From an optimization exercise on the open Yosys and OpenROAD flow, aimed at small area, a short achievable clock period and few clock cycles; shortcuts taken in it are not production practice.
No run shown here included a check of the RTL's function; only the layout flow was run.
Power and IR drop assume default switching activity.

## flow/design.v (module list and top-level ports; edited modules follow where they fit)
// module requant_argmax_pipe: 1262 lines
module requant_argmax_pipe #(
  parameter int ACC_W       = 25,
  parameter int OUT_W       = 8,
  parameter int MULT_W      = 16,
  parameter int SHIFT_W     = 5,
  parameter int NUM_CLASSES = 10,
  parameter int IDX_W       = $clog2(NUM_CLASSES)
) (
  input  logic                     clk,
  input  logic                     rst_n,
  input  logic                     cfg_load,
  input  logic signed [ACC_W-1:0]  cfg_bias,
  input  logic        [MULT_W-1:0] cfg_mult,
  input  logic       [SHIFT_W-1:0] cfg_shift,
  input  logic                     cfg_round,
  input  logic signed [OUT_W-1:0]  cfg_offset,
  input  logic signed [OUT_W-1:0]  cfg_min,
  input  logic signed [OUT_W-1:0]  cfg_max,
  output logic                     busy,
  input  logic                     in_valid,
  output logic                     in_ready,
  input  logic signed [ACC_W-1:0]  in_data,
  input  logic                     in_last,
  output logic                     out_valid,
  input  logic                     out_ready,
  output logic signed [OUT_W-1:0]  out_data,
  output logic                     out_last,
  output logic                     argmax_valid,
  output logic        [IDX_W-1:0]  argmax_idx,
  output logic signed [OUT_W-1:0]  argmax_val
);
  // ...
==> flow/run.sh <==
#!/bin/bash
# synth_recipe.tcl (not shown) runs the flow's synth.tcl, then flattens the netlist and writes it again
# the make line also repeats each setting of config.mk as NAME=value (left out here)
make -C /OpenROAD-flow-scripts/flow DESIGN_CONFIG=/design/flow/config.mk WORK_HOME=/design/flow/orfs CLKGATE_MAP_FILE= SYNTH_SCRIPT=/design/flow/synth_recipe.tcl finish
==> flow/config.mk <==
export PLATFORM = sky130hd
export DESIGN_NAME = requant_argmax_pipe
export DESIGN_NICKNAME = requant_argmax_pipe
export VERILOG_FILES = /design/flow/design.v
export SDC_FILE = /design/flow/constraint.sdc
export NUM_CORES = 4
export LEC_CHECK = 0
export CAP_MARGIN = 20
export CORE_MARGIN = 2
export CORE_UTILIZATION = 40
export SETUP_SLACK_MARGIN = 5
export SLEW_MARGIN = 20
==> flow/constraint.sdc <==
create_clock -name core_clock -period 12.0 [get_ports {clk}]
set_input_delay 2.4000 -clock core_clock [delete_from_list [all_inputs] [get_ports {clk}]]
set_output_delay 2.4000 -clock core_clock [all_outputs]
set_load 0.01 [all_outputs]
==> flow_summary.json, run 1 <==
{
  "outcome": "complete, no violations",
  "startpoint": "mult_q[1]",
  "insertedDiodeCount": 0,
  "cts_root_buf": "clkbuf_16",
  "crit_fanout": 58,
  "cp.depth": 22,
  "wl_per_cell_um": 19.26,
  "p_per_area_nw_per_um2": 242.7,
  "cp-endpoint": "p_q[40]",
  "worstReg2RegEnd": "p_q[40]",
  "synth_edf_count": 88,
  "wl_um": 62760,
  "cts_resized": 8,
  "dpl_cell_area_um2": 24160,
  "io_buffers": 126,
  "layout-drive-gt1-share": 0.06252,
  "largest_class": "multi-input combinational cells",
  "ant_nets": 0,
  "ys_ff_latch": 194,
  "clk_pin_slew_worst_paths_ns": 0.08,
  "final.setup.tns_ns": 0,
  "cap_violations": 0,
  "clock_latency_ns": 0.51,
  "final_cell_mix": "nand2_1 (240), inv_1 (238), a22oi_1 (182), xnor2_1 (181), fa_1 (168)",
  "powerClk_w": 0.000601,
  "end_kind": "flip-flop",
  "vias_per_cell": 5.579,
  "multi_input_area_share": 0.6483
}
==> inputs of run 2 (changes only) <==
--- a/flow/design.v
+++ b/flow/design.v
@@ -28,72 +28,93 @@
   output logic                     argmax_valid,
   output logic        [IDX_W-1:0]  argmax_idx,
   output logic signed [OUT_W-1:0]  argmax_val
 );
   localparam int CW = $clog2(NUM_CLASSES + 1);
   localparam logic signed [OUT_W-1:0] OMIN = {1'b1, {(OUT_W-1){1'b0}}};
   localparam logic signed [OUT_W-1:0] OMAX = {1'b0, {(OUT_W-1){1'b1}}};
   logic signed [24:0] bias_q;
-  logic        [15:0] mult_q;
+  logic        [8:0]  bone_q;
+  logic        [7:0]  btwo_q, bneg_q;
   logic        [4:0]  shift_q;
   logic               rc_q;        
   logic signed [7:0]  offset_q, min_q, max_q;
-  logic               run_q, busy_q;
-  logic               v1_q, l1_q, v2_q, l2_q;
-  logic signed [25:0] s_q;
-  logic signed [41:0] p_q;
+  logic        [8:0]  bone_d;
+  logic        [7:0]  btwo_d, bneg_d;
+  logic        [17:0] mx;
+  always_comb begin
+    mx = {2'b00, cfg_mult};
+    for (int i = 0; i < 9; i++) begin
+      bone_d[i] = mx[2*i] ^ (i == 0 ? 1'b0 : mx[2*i-1]);
+    end
+    for (int i = 0; i < 8; i++) begin
+      btwo_d[i] = (mx[2*i+1] & ~mx[2*i] & ~(i == 0 ? 1'b0 : mx[2*i-1])) |
+                  (~mx[2*i+1] & mx[2*i] & (i == 0 ? 1'b0 : mx[2*i-1]));
+      bneg_d[i] = mx[2*i+1] & ~(mx[2*i] & (i == 0 ? 1'b0 : mx[2*i-1]));
+    end
+  end
+  logic               run_q, rdy_q, busy_q;
   logic               hv_q, hl_q, kv_q, kl_q;
   logic signed [7:0]  hd_q, kd_q;
-  assign in_ready  = run_q;
+  logic               vd_q, ld_q, vd_d;
+  logic               vs_q, ls_q, vs_d;
+  logic               vt_q, lt_q, vt_d;
+  logic               vu_q, lu_q, vu_d;
+  assign in_ready  = rdy_q;
   assign busy      = busy_q;
   assign out_valid = hv_q;
   assign out_data  = hd_q;
   assign out_last  = hl_q;
+  logic signed [24:0] d_q;
+  logic signed [25:0] s_q;
   logic signed [25:0] s;
-  logic        [15:0] m;
   logic        [41:0] pa, pb;
+  logic        [8:0]  mul_one;
+  logic        [7:0]  mul_two, mul_neg;
   assign s = s_q;
-  assign m = mult_q;
+  assign mul_one = bone_q;
+  assign mul_two = btwo_q;
+  assign mul_neg = bneg_q;
   logic mul_one0, mul_two0, mul_neg0;
+  assign mul_one0 = mul_one[0];
+  assign mul_two0 = mul_two[0];
+  assign mul_neg0 = mul_neg[0];
   logic mul_one1, mul_two1, mul_neg1;
+  assign mul_one1 = mul_one[1];
+  assign mul_two1 = mul_two[1];
+  assign mul_neg1 = mul_neg[1];
   logic mul_one2, mul_two2, mul_neg2;
+  assign mul_one2 = mul_one[2];
+  assign mul_two2 = mul_two[2];
+  assign mul_neg2 = mul_neg[2];
   logic mul_one3, mul_two3, mul_neg3;
+  assign mul_one3 = mul_one[3];
+  assign mul_two3 = mul_two[3];
+  assign mul_neg3 = mul_neg[3];
   logic mul_one4, mul_two4, mul_neg4;
+  assign mul_one4 = mul_one[4];
+  assign mul_two4 = mul_two[4];
+  assign mul_neg4 = mul_neg[4];
   logic mul_one5, mul_two5, mul_neg5;
+  assign mul_one5 = mul_one[5];
+  assign mul_two5 = mul_two[5];
+  assign mul_neg5 = mul_neg[5];
   logic mul_one6, mul_two6, mul_neg6;
+  assign mul_one6 = mul_one[6];
+  assign mul_two6 = mul_two[6];
+  assign mul_neg6 = mul_neg[6];
   logic mul_one7, mul_two7, mul_neg7;
+  assign mul_one7 = mul_one[7];
+  assign mul_two7 = mul_two[7];
+  assign mul_neg7 = mul_neg[7];
   logic mul_one8, mul_two8, mul_neg8;
-  assign mul_one0 = m[0] ^ 1'b0;
-  assign mul_two0 = (m[1] & ~m[0] & ~1'b0) | (~m[1] & m[0] & 1'b0);
-  assign mul_neg0 = m[1] & ~(m[0] & 1'b0);
-  assign mul_one1 = m[2] ^ m[1];
-  assign mul_two1 = (m[3] & ~m[2] & ~m[1]) | (~m[3] & m[2] & m[1]);
-  assign mul_neg1 = m[3] & ~(m[2] & m[1]);
-  assign mul_one2 = m[4] ^ m[3];
-  assign mul_two2 = (m[5] & ~m[4] & ~m[3]) | (~m[5] & m[4] & m[3]);
-  assign mul_neg2 = m[5] & ~(m[4] & m[3]);
-  assign mul_one3 = m[6] ^ m[5];
-  assign mul_two3 = (m[7] & ~m[6] & ~m[5]) | (~m[7] & m[6] & m[5]);
-  assign mul_neg3 = m[7] & ~(m[6] & m[5]);
-  assign mul_one4 = m[8] ^ m[7];
-  assign mul_two4 = (m[9] & ~m[8] & ~m[7]) | (~m[9] & m[8] & m[7]);
-  assign mul_neg4 = m[9] & ~(m[8] & m[7]);
-  assign mul_one5 = m[10] ^ m[9];
-  assign mul_two5 = (m[11] & ~m[10] & ~m[9]) | (~m[11] & m[10] & m[9]);
-  assign mul_neg5 = m[11] & ~(m[10] & m[9]);
-  assign mul_one6 = m[12] ^ m[11];
-  assign mul_two6 = (m[13] & ~m[12] & ~m[11]) | (~m[13] & m[12] & m[11]);
-  assign mul_neg6 = m[13] & ~(m[12] & m[11]);
-  assign mul_one7 = m[14] ^ m[13];
-  assign mul_two7 = (m[15] & ~m[14] & ~m[13]) | (~m[15] & m[14] & m[13]);
-  assign mul_neg7 = m[15] & ~(m[14] & m[13]);
-  assign mul_one8 = 1'b0 ^ m[15];
-  assign mul_two8 = (1'b0 & ~1'b0 & ~m[15]) | (~1'b0 & 1'b0 & m[15]);
-  assign mul_neg8 = 1'b0 & ~(1'b0 & m[15]);
+  assign mul_one8 = mul_one[8];
+  assign mul_two8 = 1'b0;
+  assign mul_neg8 = 1'b0;
   logic [26:0] mul_y0;
   assign mul_y0[0] = ((mul_one0 & s[0]) | (mul_two0 & 1'b0)) ^ mul_neg0;
   assign mul_y0[1] = ((mul_one0 & s[1]) | (mul_two0 & s[0])) ^ mul_neg0;
   assign mul_y0[2] = ((mul_one0 & s[2]) | (mul_two0 & s[1])) ^ mul_neg0;
   assign mul_y0[3] = ((mul_one0 & s[3]) | (mul_two0 & s[2])) ^ mul_neg0;
   assign mul_y0[4] = ((mul_one0 & s[4]) | (mul_two0 & s[3])) ^ mul_neg0;
   assign mul_y0[5] = ((mul_one0 & s[5]) | (mul_two0 & s[4])) ^ mul_neg0;
   assign mul_y0[6] = ((mul_one0 & s[6]) | (mul_two0 & s[5])) ^ mul_neg0;
@@ -1130,103 +1151,127 @@
   assign mul_w393 = ~mul_y7[26] ^ mul_y8[24] ^ mul_w316;
   assign mul_w394 = (~mul_y7[26] & mul_y8[24]) | (~mul_y7[26] & mul_w316) | (mul_y8[24] & mul_w316);
   logic mul_w395;
   logic mul_w396;
   assign mul_w395 = mul_y8[25] ^ 1'b1;
   assign mul_w396 = mul_y8[25] & 1'b1;
   assign pa = {mul_w395, mul_w393, mul_w391, mul_w389, mul_w387, mul_w385, mul_w383, mul_w381, mul_w379, mul_w377, mul_w375, mul_w373, mul_w371, mul_w369, mul_w367, mul_w365, mul_w363, mul_w361, mul_w359, mul_w357, mul_w355, mul_w353, mul_w351, mul_w349, mul_w347, mul_w345, mul_w343, mul_w341, mul_w339, mul_w337, mul_w335, mul_w333, mul_w331, mul_w329, mul_w327, mul_w325, mul_w323, mul_w321, mul_w319, mul_w317, mul_y0[1], mul_y0[0]};
   assign pb = {mul_w394, mul_w392, mul_w390, mul_w388, mul_w386, mul_w384, mul_w382, mul_w380, mul_w378, mul_w376, mul_w374, mul_w372, mul_w370, mul_w368, mul_w366, mul_w364, mul_w362, mul_w360, mul_w358, mul_w356, mul_w354, mul_w352, mul_w350, mul_w348, mul_w346, mul_w344, mul_w342, mul_w340, mul_w338, mul_w336, mul_w334, mul_w332, mul_w330, mul_w328, mul_w326, mul_w324, mul_w322, mul_w320, mul_w318, mul_neg1, 1'b0, mul_neg0};
-  logic [42:0] p2;
+  logic [41:0] pa_q, pb_q;
+  logic signed [41:0] p;
+  assign p = pa_q + pb_q;
   logic signed [42:0] u;
   logic [31:0] dif, msk;
-  logic fits;
+  logic fits_d;
+  always_comb begin
+    u      = $signed({p, 1'b0}) >>> shift_q;
+    dif    = p[40:9] ^ {32{p[41]}};
+    for (int j = 0; j < 32; j++) msk[j] = (5'(j) >= shift_q);
+    fits_d = ~|(dif & msk);
+  end
+  logic [10:0] u_q;
+  logic fits_q, sgn_q;
   logic signed [11:0] t;
   logic signed [10:0] q;
   logic signed [7:0] res;
   always_comb begin
-    p2   = {p_q, 1'b0};
-    u    = $signed(p2) >>> shift_q;
-    dif  = p_q[40:9] ^ {32{p_q[41]}};
-    for (int j = 0; j < 32; j++) msk[j] = (5'(j) >= shift_q);
-    fits = ~|(dif & msk);
-    t    = $signed({u[10], u[10:0]}) + $signed({{3{offset_q[7]}}, offset_q, rc_q});
-    q    = t[11:1];
-    if (min_q > max_q)      res = max_q;
-    else if (!fits)         res = p_q[41] ? min_q : max_q;
+    t = $signed({u_q[10], u_q}) + $signed({{3{offset_q[7]}}, offset_q, rc_q});
+    q = t[11:1];
+    if (min_q > max_q)       res = max_q;
+    else if (!fits_q)        res = sgn_q ? min_q : max_q;
     else if (q > 11'(max_q)) res = max_q;
     else if (q < 11'(min_q)) res = min_q;
-    else                    res = q[7:0];
+    else                     res = q[7:0];
   end
-  logic push, pop, ld_head, hv_d, kv_d, v1_d, v2_d, cfg_en;
+  logic push, pop, ld_head, hv_d, kv_d, cfg_en;
   always_comb begin
-    push    = run_q && v2_q;
+    push    = run_q && vu_q;
     pop     = hv_q && out_ready;
     ld_head = pop || !hv_q;
     if (ld_head) begin
       hv_d = kv_q || push;
       kv_d = kv_q && push;
     end else begin
       hv_d = 1'b1;
       kv_d = kv_q || push;
     end
-    v1_d   = run_q ? in_valid : v1_q;
-    v2_d   = run_q ? v1_q : v2_q;
+    vd_d = run_q ? in_valid : vd_q;
+    vs_d = run_q ? vd_q : vs_q;
+    vt_d = run_q ? vs_q : vt_q;
+    vu_d = run_q ? vt_q : vu_q;
     cfg_en = cfg_load && !busy_q && !in_valid;
   end
   always_ff @(posedge clk) begin
     if (!rst_n) begin
       bias_q   <= '0;
-      mult_q   <= 16'd1;
+      bone_q   <= 9'd1;
+      btwo_q   <= '0;
+      bneg_q   <= '0;
       shift_q  <= '0;
       rc_q     <= 1'b0;
       offset_q <= '0;
       min_q    <= OMIN;
       max_q    <= OMAX;
     end else if (cfg_en) begin
       bias_q   <= cfg_bias;
-      mult_q   <= cfg_mult;
+      bone_q   <= bone_d;
+      btwo_q   <= btwo_d;
+      bneg_q   <= bneg_d;
       shift_q  <= cfg_shift;
       rc_q     <= cfg_round && (cfg_shift != '0);
       offset_q <= cfg_offset;
       min_q    <= cfg_min;
       max_q    <= cfg_max;
     end
   end
   always_ff @(posedge clk) begin
     if (!rst_n) begin
       run_q  <= 1'b1;
+      rdy_q  <= 1'b1;
       busy_q <= 1'b0;
-      v1_q   <= 1'b0;
-      v2_q   <= 1'b0;
       hv_q   <= 1'b0;
       kv_q   <= 1'b0;
+      vd_q   <= 1'b0;
+      vs_q   <= 1'b0;
+      vt_q   <= 1'b0;
+      vu_q   <= 1'b0;
     end else begin
       run_q  <= !kv_d;
-      busy_q <= v1_d || v2_d || hv_d || kv_d;
-      v1_q   <= v1_d;
-      v2_q   <= v2_d;
+      rdy_q  <= !kv_d;
+      busy_q <= hv_d || kv_d || vd_d || vs_d || vt_d || vu_d;
       hv_q   <= hv_d;
       kv_q   <= kv_d;
+      vd_q   <= vd_d;
+      vs_q   <= vs_d;
+      vt_q   <= vt_d;
+      vu_q   <= vu_d;
     end
   end
   always_ff @(posedge clk) begin
     if (run_q) begin
-      l1_q <= in_last;
-      s_q  <= in_data + bias_q;
-      l2_q <= l1_q;
-      p_q  <= pa + pb;
+      ld_q <= in_last;
+      d_q <= in_data;
+      ls_q <= ld_q;
+      s_q <= d_q + bias_q;
+      lt_q <= ls_q;
+      pa_q <= pa;
+      pb_q <= pb;
+      lu_q <= lt_q;
+      u_q <= u[10:0];
+      fits_q <= fits_d;
+      sgn_q <= p[41];
     end
     if (ld_head) begin
       hd_q <= kv_q ? kd_q : res;
-      hl_q <= kv_q ? kl_q : l2_q;
+      hl_q <= kv_q ? kl_q : lu_q;
     end
     if (push && !(ld_head && !kv_q)) begin
       kd_q <= res;
-      kl_q <= l2_q;
+      kl_q <= lu_q;
     end
   end
   logic                    hs, in_win, take;
   logic        [CW-1:0]    cnt_q, cnt_d;
   logic        [IDX_W-1:0] cand_idx_q, cand_idx_d, am_idx_q;
   logic signed [OUT_W-1:0] cand_val_q, cand_val_d, am_val_q;
   logic                    am_valid_q;
   assign argmax_valid = am_valid_q;
==> flow_summary.json, run 2 <==
{
  "cts_tree": "yes",
  "finClkSkew_ns": 0.03688,
  "critPathRequiredTime_ns": 12.31,
  "grt_overflow": 0,
  "period_minus_slack_ns": 5.038,
  "wl_met1_um": 32620,
  "dr_wl_met3_um": 4495,
  "hold_path_class": "flip-flop to flip-flop",
  "slew_headroom": 0.3307,
  "synth_seq_area_share": 0.2852,
  "synth_area_leaders": "edfxtp_1 (20%), fa_1 (13%), dfxtp_1 (9.0%)",
  "cap_violations": 0,
  "synth.avg_cell_area_um2": 9.273,
  "met2_length_um": 36490,
  "drt_first_pass_iters": 6,
  "final_common_cell": "nand2_1",
  "final.setup.tns_ns": 0,
  "worstHoldStart": "ls_q",
  "yosysTopAreaCellShare": 0.1952,
  "synth-main-ff-cell": "edfxtp_1",
  "path_class": "flip-flop to flip-flop",
  "dp_slack_ns": 6.962,
  "critical_path.most_common_cell": "a21oi_1",
  "final.period_utilization": 0.4198,
  "num-fill-cells": 6146,
  "slowest_stage": "nor3b_1",
  "worstReg2RegEnd": "hd_q[4]",
  "rsz0062_at_grt": "no",
  "clk_pin_slew_worst_paths_ns": 0.06,
  "startpoint_type": "flip-flop",
  "layout-drive-gt1-share": 0.05715,
  "ant_nets": 0,
  "irDropWorstVdd_uv": 106.4,
  "outcome": "complete, no violations",
  "min_path_cells": 0,
  "cp_slowest_stage_delay_ns": 0.65,
  "startpoint": "u_q[0]",
  "die_width_um": 259.0,
  "crit_chain": "and2_1 > fa_1 > a21o_1 > a21oi_1 > o21bai_1 > a21oi_1 > o21bai_1 > a21oi_1 > o21bai_1 > a21oi_1 > xnor2_1 > ha_1 > or3_1 > o311ai_0 > o21ai_0 > o211ai_1 > nor3b_1 > nand2b_1 > o221ai_1 > mux2_2",
  "cts_max_path_buffers": 3,
  "core_um2": 64350,
  "wl_um": 76160,
  "total_power_w": 0.005929,
  "cts_root_buf": "clkbuf_16",
  "postCtsSetupRepairBufs": 0,
  "p_clk_frac": 0.183,
  "grt_pass1_wl_um": 120300,
  "hpwlAfterDp_um": 53720,
  "vias_per_cell": 5.730,
  "top_layer_used": "met4",
  "worstPathArrival_ns": 5.35,
  "synthTopCellsByCount": "nand2_1 (251), inv_1 (226), a22oi_1 (205)",
  "cts_hold_buf": 0,
  "regArea_um2": 7422,
  "seqPwrFrac": 0.249,
  "nNetsFinal": 3207,
  "leakage_nw": 11.55,
  "drc": 0,
  "yosysWarnings": 1,
  "cts.sinks": 286,
  "top_register": "pa_q",
  "cts_buffers": 36,
  "report.final.slew_viol_count": 0,
  "fmax_mhz": 198.5,
  "place.gp.congestion": 0.8868,
  "intPower_w": 0.003324,
  "drt_iter0_drc": 1596,
  "cts_resized": 0,
  "crit_fanout": 6,
  "reg_top3": "pa_q (42), pb_q (41), s_q (26)",
  "grt_pass1_vias": 21610,
  "async_flop_share": 0,
  "tightest_slew_ns": 1.004,
  "whs_endpoint": "lt_q",
  "setup_viol": 0,
  "start_util": 0.4041,
  "synthDistinctLibCells": 97,
  "netlist_area_um2": 26000,
  "switching_share": 0.4394,
  "netlist_instances": 2804,
  "largest_reg_flops": 42,
  "synth_nets": 3222,
  "clock_latency_ns": 0.58,
  "multiInputGateArea_um2": 16790,
  "htree_num_levels": 2,
  "grtUsageTotal": 0.2259,
  "final_cell_mix": "nand2_1 (250), inv_1 (225), a22oi_1 (205), a21oi_1 (187), nor2_1 (177)",
  "combPwrFrac": 0.568,
  "die_y_um": 259.0,
  "num_vias": 21040,
  "p_per_area_nw_per_um2": 205.3,
  "r2r_slack_ns": 6.96,
  "end_kind": "flip-flop",
  "antenna_found_initial": 0,
  "setup_slack_ns": 6.962,
  "synth_top_area_cell": "edfxtp_1",
  "switchingPower_w": 0.002605,
  "insertedDiodeCount": 0,
  "r2r_cells": 20,
  "grt_max_degree": 88,
  "rr_startpoint": "u_q[0]",
  "wl_per_cell_um": 20.74,
  "area_delta_synth_final_pct": 11.09,
  "ios": 127,
  "yosys.cell_count.top_type": "nand2_1",
  "io_buffers": 126,
  "die_area_um2": 67060,
  "synth_edf_count": 169,
  "rows": 93,
  "finalHoldViolations": 0,
  "ys_ff_latch": 286
}
==> run 2: cell families (layout without fill, tap and decap cells) <==
kind of cell / Yosys count / in the layout / synth area share
adder cells (fa/ha/maj): 316 / 316 / 0.2006
XOR/XNOR: 282 / 282 / 0.09566
AO/OA/AOI/OAI: 753 / 753 / 0.1975
multiplexers: 78 / 78 / 0.03883
flip-flops: 286 / 286 / 0.2852
AND/OR/NAND/NOR: 643 / 643 / 0.1129
buffers and inverters: 446 / 459 / 0.06924
==> run 2: metal layers <==
layer / up-vias / track usage
met5: - / 0
met4: 0 / 0.08510
li1: 9840 / -
met2: 744 / 0.3838
met3: 187 / 0.03232
met1: 10270 / 0.2912
==> run 2: how the worst max path moves through the flow <==
stage | to | cells after the start
global placement | hd_q[4] | 20
floorplan | in_ready | 0
global route | hd_q[0] | 20
finish | hd_q[4] | 20
CTS | hd_q[4] | 20
detailed placement | am_val_q[6] | 4
==> run 2: power groups by stage <==
stage                     clock, W  sequential [W]  combinational, W
after detailed placement         0         0.00149           0.00333
after global routing       0.00115         0.00149           0.00374
after CTS                  0.00112         0.00148           0.00334
after global placement           0         0.00149           0.00329
final                      0.00109         0.00148           0.00337
after floorplan                  0         0.00137           0.00248
==> run 2: cell type report <==
cell class                      count  share of cell area
Clock inverter                     19            0.007104
Inverter                          230             0.02993
Clock buffer                       47             0.03439
Multi-Input combinational cell   2072              0.5813
Sequential cell                   286              0.2569
Tap cell                          855             0.03703
Timing Repair Buffer              163             0.05328
==> run 2: critical path: cells and delay by family, from the launching register on <==
kind,cells,cell delay (ns)
compound gates,12,1.82
xor+xnor,1,0.18
fa+ha+maj,2,0.69
flops,1,0.39
mux,1,0.32
simple gates,4,1.39
==> run 2: stage by stage <==
step / cell area (um2) / hold WS [ns] / std cells / util
2_1_floorplan: 26000 / 0.4003 / 2804 / -
3_3_place_gp: 27680 / 0.4053 / 3606 / 0.4302
3_5_place_dp: 27690 / 0.4118 / 3606 / 0.4302
4_1_cts: 28880 / 0.4228 / 3672 / 0.4489
5_1_grt: 28890 / 0.4428 / 3672 / 0.4489
6_report: 28890 / 0.4206 / 3672 / 0.4489
==> inputs of run 3 (changes only) <==
==> flow/flow/run.sh (new file) <==
#!/bin/bash
# Standard ORFS layout (the standard.sh), with repair_timing aiming for
# 8 ns of setup slack at the design's clock period.
set -euo pipefail
bash standard.sh SETUP_SLACK_MARGIN=8 finish > standard_flow.log 2>&1
==> flow/standard.sh (new file) <==
#!/bin/bash
# synth_recipe.tcl (not shown) runs the flow's synth.tcl, then flattens the netlist and writes it again
# the make line also repeats each setting of config.mk as NAME=value (left out here)
make -C /OpenROAD-flow-scripts/flow DESIGN_CONFIG=/design/flow/config.mk WORK_HOME=/design/flow/orfs CLKGATE_MAP_FILE= SYNTH_SCRIPT=/design/flow/synth_recipe.tcl "${@:-finish}"
--- a/flow/config.mk
+++ b/flow/config.mk
@@ -9,4 +9,3 @@
 export CORE_MARGIN = 2
 export CORE_UTILIZATION = 40
-export SETUP_SLACK_MARGIN = 5
 export SLEW_MARGIN = 20
removed: flow/run.sh
==> flow_summary.json, run 3 <==
{
  "insertedDiodeCount": 0,
  "synthDistinctLibCells": 97,
  "largest_reg_flops": 42,
  "fin_cells": 3722,
  "start_util": 0.4041,
  "synth_nets": 3222,
  "grt_pass1_vias": 22170,
  "synth.avg_cell_area_um2": 9.273,
  "reg_top3": "pa_q (42), pb_q (41), s_q (26)",
  "core_um2": 64350,
  "rsz0062_at_grt": "yes",
  "yosys.cell_count.top_type": "nand2_1",
  "area_delta_synth_final_pct": 14.63,
  "wl_um": 77590,
  "num-fill-cells": 6029,
  "netlist_area_um2": 26000,
  "cts.sinks": 286,
  "critPathRequiredTime_ns": 12.31,
  "synth_top_area_cell": "edfxtp_1",
  "nNetsFinal": 3259,
  "dp.cells": 3606,
  "synth_area_leaders": "edfxtp_1 (20%), fa_1 (13%), dfxtp_1 (9.0%)",
  "outcome": "complete, no violations",
  "final.period_utilization": 0.3670,
  "cts_buffers": 34,
  "cap_violations": 0,
  "crit_fanout": 6,
  "grt_overflow": 0,
  "grt_max_degree": 88,
  "final_cell_mix": "nand2_1 (248), inv_1 (224), a22oi_1 (203), a21oi_1 (176), nor2_1 (176)",
  "fin_area_um2": 29810,
  "synth_edf_count": 169,
  "setup_viol": 0,
  "grtUsageTotal": 0.2261,
  "drt_iter0_drc": 1880,
  "switchingPower_w": 0.002730,
  "final_common_cell": "nand2_1",
  "synth_seq_area_share": 0.2852,
  "p_clk_frac": 0.169,
  "synthTopCellsByCount": "nand2_1 (251), inv_1 (226), a22oi_1 (205)",
  "hold_path_class": "flip-flop to flip-flop",
  "yosysTopAreaCellShare": 0.1952,
  "drc": 0,
  "wl_per_cell_um": 20.85,
  "grt_pass1_wl_um": 121200,
  "switching_share": 0.4430,
  "ant_nets": 0,
  "seqPwrFrac": 0.236,
  "place.gp.congestion": 0.9201,
  "htree_num_levels": 2,
  "drt_first_pass_iters": 6,
  "die_y_um": 259.0,
  "crit_chain": "and2_4 > fa_2 > a21o_1 > a21oi_2 > o21bai_1 > a21oi_2 > o21bai_1 > a21oi_2 > o21bai_1 > a21oi_1 > xnor2_1 > ha_1 > or3_1 > o311ai_2 > o21ai_1 > o211ai_1 > nor3b_4 > nand2b_4 > o221ai_4 > mux2_4",
  "worstHoldStart": "ls_q",
  "num_vias": 21780,
  "final_util": 0.4632,
  "worstPathArrival_ns": 4.72,
  "tightest_slew_ns": 0.9557,
  "hpwlAfterDp_um": 53240,
  "combPwrFrac": 0.596,
  "async_flop_share": 0,
  "worstReg2RegEnd": "hd_q[4]",
  "min_path_cells": 0,
  "top_register": "pa_q",
  "antenna_found_initial": 0,
  "cts_max_path_buffers": 3,
  "finClkSkew_ns": 0.03754,
  "netlist_instances": 2804,
  "clock_latency_ns": 0.59,
  "cts_root_buf": "clkbuf_16",
  "dpl_cell_area_um2": 27710,
  "p_per_area_nw_per_um2": 206.7,
  "rr_startpoint": "u_q[0]",
  "synth-main-ff-cell": "edfxtp_1",
  "clk_pin_slew_worst_paths_ns": 0.06,
  "finalHoldViolations": 0,
  "r2r_slack_ns": 7.60,
  "cts_tree": "yes",
  "yosysWarnings": 1,
  "fmax_mhz": 227.0,
  "cp_slowest_stage_delay_ns": 0.39,
  "vias_per_cell": 5.853,
  "ios": 127,
  "ys_ff_latch": 286,
  "layout-drive-gt1-share": 0.1025,
  "slew_headroom": 0.3629,
  "end_kind": "flip-flop",
  "slowest_stage": "edfxtp_1",
  "final.setup.tns_ns": 0,
  "leakage_nw": 11.94,
  "rows": 93,
  "whs_endpoint": "lt_q",
  "period_minus_slack_ns": 4.404,
  "r2r_cells": 20,
  "intPower_w": 0.003432,
  "path_class": "flip-flop to flip-flop",
  "die_width_um": 259.0,
  "irDropWorstVdd_uv": 131.2,
  "startpoint_type": "flip-flop",
  "io_buffers": 126,
  "report.final.slew_viol_count": 0,
  "die_area_um2": 67060
}
==> run 3: cell types whose count changed in the layout (fill, tap and decap cells not counted), sizes merged <==
cell	previous run	this run
bufinv	2	1
clkinvlp	1	0
inv	232	233
clkdlybuf4s50	126	123
buf	37	91
dlygate4sd2	0	2
clkbuf	47	42
clkinv	14	16
dlymetal6s2s	0	1
==> run 3: how the worst max path moves through the flow <==
| stage | startpoint | slack (ns) | cells after the start | end |
|---|---|---|---|---|
| after detailed placement | rst_n | 7.39 | 4 | am_idx_q[1] |
| after global routing | u_q[0] | 7.37 | 20 | hd_q[3] |
| final | u_q[0] | 7.60 | 20 | hd_q[4] |
| after global placement | rst_n | 7.42 | 4 | btwo_q[2] |
| after CTS | u_q[0] | 7.75 | 20 | hd_q[4] |
| after floorplan | bneg_q[1] | 8.00 | 10 | pa_q[27] |
==> run 3: stage by stage <==
step	worst slack (ns)	hold WS (ns)	power [W]
6_report	7.596	0.4349	0.006161
3_3_place_gp	7.420	0.4070	0.004775
3_5_place_dp	7.388	0.4212	0.004841
5_1_grt	7.370	0.4413	0.006605
4_1_cts	7.749	0.4362	0.005989
2_1_floorplan	8.001	0.4003	0.003856
==> run 3: kinds of logic after synthesis <==
logic type	count (synthesis)	share of synthesized area
flops	286	0.2852
fa+ha+maj	316	0.2006
mux	78	0.03883
compound gates	753	0.1975
xor+xnor	282	0.09566
buf+inv	446	0.06924
simple gates	643	0.1129
==> run 3: repair_timing <==
action | CTS | global route
pin swaps | 17 | 26
endpoints found under the setup margin | 34 | 125
resized for setup | 40 | 73
hold buffers | 0 | 0
buffers inserted | 20 | 34
==> run 3: worst max-delay path, delay by kind of cell (launching register included) <==
kind,cells,cell delay [ns]
AND/OR/NAND/NOR,4,1.06
flip-flops,1,0.39
adder cells (fa/ha/maj),2,0.61
multiplexers,1,0.31
XOR/XNOR,1,0.17
AO/OA/AOI/OAI,12,1.59
==> run 3: final cells by class <==
cell class	count	area, um2	area share
Timing Repair Buffer	217	2009	0.06741
Sequential cell	286	7422	0.2490
Tap cell	855	1070	0.03589
Multi-Input combinational cell	2072	17310	0.5808
Inverter	230	868.3	0.02913
Clock buffer	42	930.9	0.03123
Clock inverter	20	195.2	0.006548
==> run 3: power groups by stage <==
stage | logic, W | clock network (W) | registers [W]
3_5_place_dp | 0.00335 | 0 | 0.00149
5_1_grt | 0.00403 | 0.00110 | 0.00147
6_report | 0.00367 | 0.00104 | 0.00145
3_3_place_gp | 0.00329 | 0 | 0.00148
2_1_floorplan | 0.00248 | 0 | 0.00137
4_1_cts | 0.00346 | 0.00107 | 0.00146
==> run 3: metal layers <==
metal,vias to the layer above,track usage,wire length (um)
met5,-,0,0
met4,0,0.08526,2843
met3,208,0.04003,5316
met2,894,0.3823,37070
met1,10730,0.2884,32360
li1,9951,-,-

-- static timing again, ports no longer ideal --
No port has a modelled driver above. Below, the same layouts with a new extraction and two added sets of constraints.
Step 1 assumes that a clkbuf_16 drives the clock port and a buf_2 every other input.
Step 2, shift: input delay + t, output delay - t, t = (earliest + latest rising clock arrival at the registers) / 2. This alone moves slack from input paths to output paths.
Three values: ideal ports, drivers, drivers and shift; two values: the first two.
| run | t (ns) | slack for setup (ns) | pins driven straight from the clock port |
|---|---|---|---|
| run 1 | 0.556 | 5.357 / 5.357 / 5.357 | 1 |
| run 2 | 0.629 | 6.962 / 6.962 / 6.962 | 1 |
| run 3 | 0.632 | 7.596 / 7.596 / 7.596 | 1 |
After both steps every run listed still meets setup and hold.
